Background: an optimization exercise with open tools, aiming at small area. Do not read the settings as production practice.
At most, simulation tests tie the RTL to the original design; equivalence was not proved.
Power figures rest on the tool's default switching activity, not on a simulated workload. The flow treats the clock pin as an ideal source, which a real chip does not have.

==> flow/design.v (excerpt) <==
module seu_window_controller #(
  parameter int NCH = seu_window_controller_pkg::NCH_DEF,
  parameter int CNT_W = seu_window_controller_pkg::CNT_W_DEF,
  parameter int WIN_W = seu_window_controller_pkg::WIN_W_DEF,
  localparam int SEL_W = seu_window_controller_pkg::sel_w(NCH)
) (
  input  logic                 clock,
  input  logic                 reset,
  input  logic                 start,
  input  logic                 stop,
  input  logic                 continuous,
  input  logic [WIN_W-1:0]     window_len,
  input  logic [NCH*CNT_W-1:0] err_count,
  output logic [NCH-1:0]       clear_pulse,
  output logic                 busy,
  output logic                 done,
  output logic                 aborted,
  output logic [15:0]          window_id,
  input  logic                 rd_req,
  input  logic [SEL_W-1:0]     rd_sel,
  output logic                 rd_ack,
  output logic [CNT_W-1:0]     rd_data
);
For scale: roughly 3700 cells after synthesis, roughly 1100 flip-flops, roughly 580 I/O pins, roughly 48000 um^2 of cells after synthesis.
clock: 5.0 ns
lec_check: 0
cap_margin: 5
core_margin: 2
core_utilization: 70
slew_margin: 5
synth_hierarchical: 1
standard.sh (not shown) runs the stock make flow with config.mk's settings and CLKGATE_MAP_FILE= SYNTH_SCRIPT=/design/flow/synth_recipe.tcl, a recipe that flattens the netlist after the stock synthesis.
==> flow/flow/run.sh <==
#!/bin/bash
set -euo pipefail
export BUFFER_PORTS_ARGS="-buffer_cell sky130_fd_sc_hd__buf_1"
export CTS_ARGS="-sink_clustering_enable -repair_clock_nets -dont_use_dummy_load -buf_list {sky130_fd_sc_hd__clkbuf_8} -sink_clustering_size 20 -sink_clustering_max_diameter 60"
bash standard.sh finish > flow_make.log 2>&1
==> next run, changes <==
==> flow/flow/run.sh (replaced) <==
#!/bin/bash
set -euo pipefail
export BUFFER_PORTS_ARGS="-buffer_cell sky130_fd_sc_hd__buf_1"
export CTS_ARGS="-sink_clustering_enable -repair_clock_nets -dont_use_dummy_load -buf_list {sky130_fd_sc_hd__clkbuf_16} -sink_clustering_size 30 -sink_clustering_max_diameter 100"
bash standard.sh finish > flow_make.log 2>&1
After rerunning:
- The changed run finished clean
- wire length is higher by 0.74%
- clock-buffer cell count decreases by 29
- sequential share of layout area stays flat
- die area stays the same
- global-route usage went up by 0.18 points
- via count barely changes
- worst setup slack loses 0.096 ns
- cell area barely changes
- critical path depth is unchanged
- worst hold slack gets better by 0.031 ns


== v35 ==
seu_window_controller, a different RTL version from the one above (not shown whole).
Size in the first run: ~3100 cells after synthesis, roughly 1100 flip-flops, about 580 I/O pins.
==> flow/config.mk <==
export PLATFORM = sky130hd
export DESIGN_NAME = seu_window_controller
export DESIGN_NICKNAME = seu_window_controller
export VERILOG_FILES = /design/flow/design.v
export SDC_FILE = /design/flow/constraint.sdc
export NUM_CORES = 4
export LEC_CHECK = 0
export CAP_MARGIN = 5
export CORE_MARGIN = 2
export CORE_UTILIZATION = 60
export SLEW_MARGIN = 5
==> flow/constraint.sdc <==
create_clock -name core_clock -period 5.0 [get_ports {clock}]
set_input_delay 1.0000 -clock core_clock [delete_from_list [all_inputs] [get_ports {clock}]]
set_output_delay 1.0000 -clock core_clock [all_outputs]
set_load 0.01 [all_outputs]
==> flow/flow/run.sh <==
#!/bin/bash
set -euo pipefail
export BUFFER_PORTS_ARGS="-buffer_cell sky130_fd_sc_hd__buf_1"
export CTS_ARGS="-sink_clustering_enable -repair_clock_nets -dont_use_dummy_load -buf_list {sky130_fd_sc_hd__clkbuf_16} -sink_clustering_size 30 -sink_clustering_max_diameter 100"
bash standard.sh finish > flow_make.log 2>&1
Setup changes, v35 to v4
Settings: CORE_UTILIZATION changed from 60 to 40; SLEW_MARGIN changed from 5 to 20; CAP_MARGIN changed from 5 to 20.
Worst-case hold slack, v4 and v35: lower on v35. Route | v4 vs v35 | wire longer in v4. Of v4 and v35, the lower share of the cycle needed by the critical path after routing belongs to v35. Looking only at clock network fraction of design power, and setting everything else aside, the higher value of v4 and v35 goes to v4.
No run of this note included a check of the RTL's function; only the layout flow was run.


seu_window_controller, a different RTL version from the one above (not shown whole).
Size in the first run: ~3100 cells after synthesis, ~1100 flip-flops, ~0.050 mm² of cells after synthesis.
## seu_window_controller
module seu_window_controller #(
  parameter int NCH = seu_window_controller_pkg::NCH_DEF,
  parameter int CNT_W = seu_window_controller_pkg::CNT_W_DEF,
  parameter int WIN_W = seu_window_controller_pkg::WIN_W_DEF,
  localparam int SEL_W = seu_window_controller_pkg::sel_w(NCH)
) (
  input  logic                 clock,
  input  logic                 reset,
  input  logic                 start,
  input  logic                 stop,
  input  logic                 continuous,
  input  logic [WIN_W-1:0]     window_len,
  input  logic [NCH*CNT_W-1:0] err_count,
  output logic [NCH-1:0]       clear_pulse,
  output logic                 busy,
  output logic                 done,
  output logic                 aborted,
  output logic [15:0]          window_id,
  input  logic                 rd_req,
  input  logic [SEL_W-1:0]     rd_sel,
  output logic                 rd_ack,
  output logic [CNT_W-1:0]     rd_data
);
clock: 5.0 ns
lec_check: 0
cap_margin: 20
core_margin: 2
core_utilization: 40
slew_margin: 20
Scripts as last shown in full above: flow/flow/run.sh
The baseline passed the timing, design-rule and antenna checks.
Edit:
==> flow/flow/run.sh (replaced) <==
#!/bin/bash
set -euo pipefail
export BUFFER_PORTS_ARGS="-buffer_cell sky130_fd_sc_hd__buf_1"
export CTS_ARGS="-sink_clustering_enable -repair_clock_nets -dont_use_dummy_load -buf_list {sky130_fd_sc_hd__clkbuf_16} -sink_clustering_size 24 -sink_clustering_max_diameter 120"
bash standard.sh finish > flow_make.log 2>&1
=> Power came out higher by 0.90%. Routed wire length hardly moves. Sequential share of layout area came out lower by 0.14 points. Setup slack improved by 0.059 ns. Synthesized area does not change. First-iteration DRC count came out higher by 0.56%. Final cell count barely changes. Sequential cell count stays the same. Core utilization came out higher by 0.11 points.


RTL: one of the versions met above, not the one the previous note started from.
Size: about 3700 cells after synthesis, roughly 1100 flip-flops, ~0.048 mm² of cells after synthesis.
Settings: LEC_CHECK=0, CAP_MARGIN=0, CORE_MARGIN=2, CORE_UTILIZATION=60, SLEW_MARGIN=0, SYNTH_HIERARCHICAL=1; clock period 5.0 ns.
==> flow/flow/run.sh <==
#!/bin/bash
set -euo pipefail
export BUFFER_PORTS_ARGS="-buffer_cell sky130_fd_sc_hd__buf_1"
export CTS_ARGS="-sink_clustering_enable -repair_clock_nets -dont_use_dummy_load -buf_list {sky130_fd_sc_hd__clkbuf_16} -sink_clustering_size 30 -sink_clustering_max_diameter 100"
bash standard.sh finish > flow_make.log 2>&1
Edit:
Settings changed: CAP_MARGIN 0 to 5, SLEW_MARGIN 0 to 5.
What happened: The new run finished with timing, DRC and antenna clean; design area does not change; setup slack does not change; die area stays the same; core utilization does not change.

==> static timing again, ports no longer ideal <==
The flow's constraints put no driver on any port. The routed layouts listed below were extracted and timed again, unchanged, in two steps. Step 1: set_driving_cell puts a clkbuf_16 on clock and a buf_2 on each other input, an assumption about the parent block. Step 2 moves the port delays by t, midway between the first and last clock arrival at a register: inputs arrive t later, outputs are due t later. That takes back most of the time a late clock gives input paths. a / b / c = ideal / step 1 / step 2; a / b = the first two.
run | t (ns) | setup slack, ns | clock arrival spread, ns | worst data-port slew with drivers (ns)
the first run of note 1 | 0.746 | 0.364 / 0.402 / -0.344 | 0.063 / 0.063 | 0.14
the second run of note 1 | 0.661 | 0.268 / 0.317 / -0.344 | 0.090 / 0.090 | 0.14
v35 | 0.681 | 0.263 / 0.309 / -0.372 | 0.066 / 0.066 | 0.17
v4 | 0.708 | 0.208 / 0.197 / -0.511 | 0.083 / 0.084 | 0.22
the first run of note 3 | 0.716 | 0.232 / 0.269 / -0.447 | 0.093 / 0.093 | 0.19
the second run of note 3 | 0.726 | 0.291 / 0.335 / -0.391 | 0.079 / 0.079 | 0.21
the first run of note 4 | 0.693 | 0.364 / 0.414 / -0.278 | 0.039 / 0.039 | 0.13
the second run of note 4 | 0.693 | 0.364 / 0.414 / -0.278 | 0.039 / 0.039 | 0.13
Met with ideal ports but missed after step 2: setup timing in every run listed. The setup slack of v4, which loses most, moves by -0.011 ns with the drivers and by -0.719 ns with both steps.
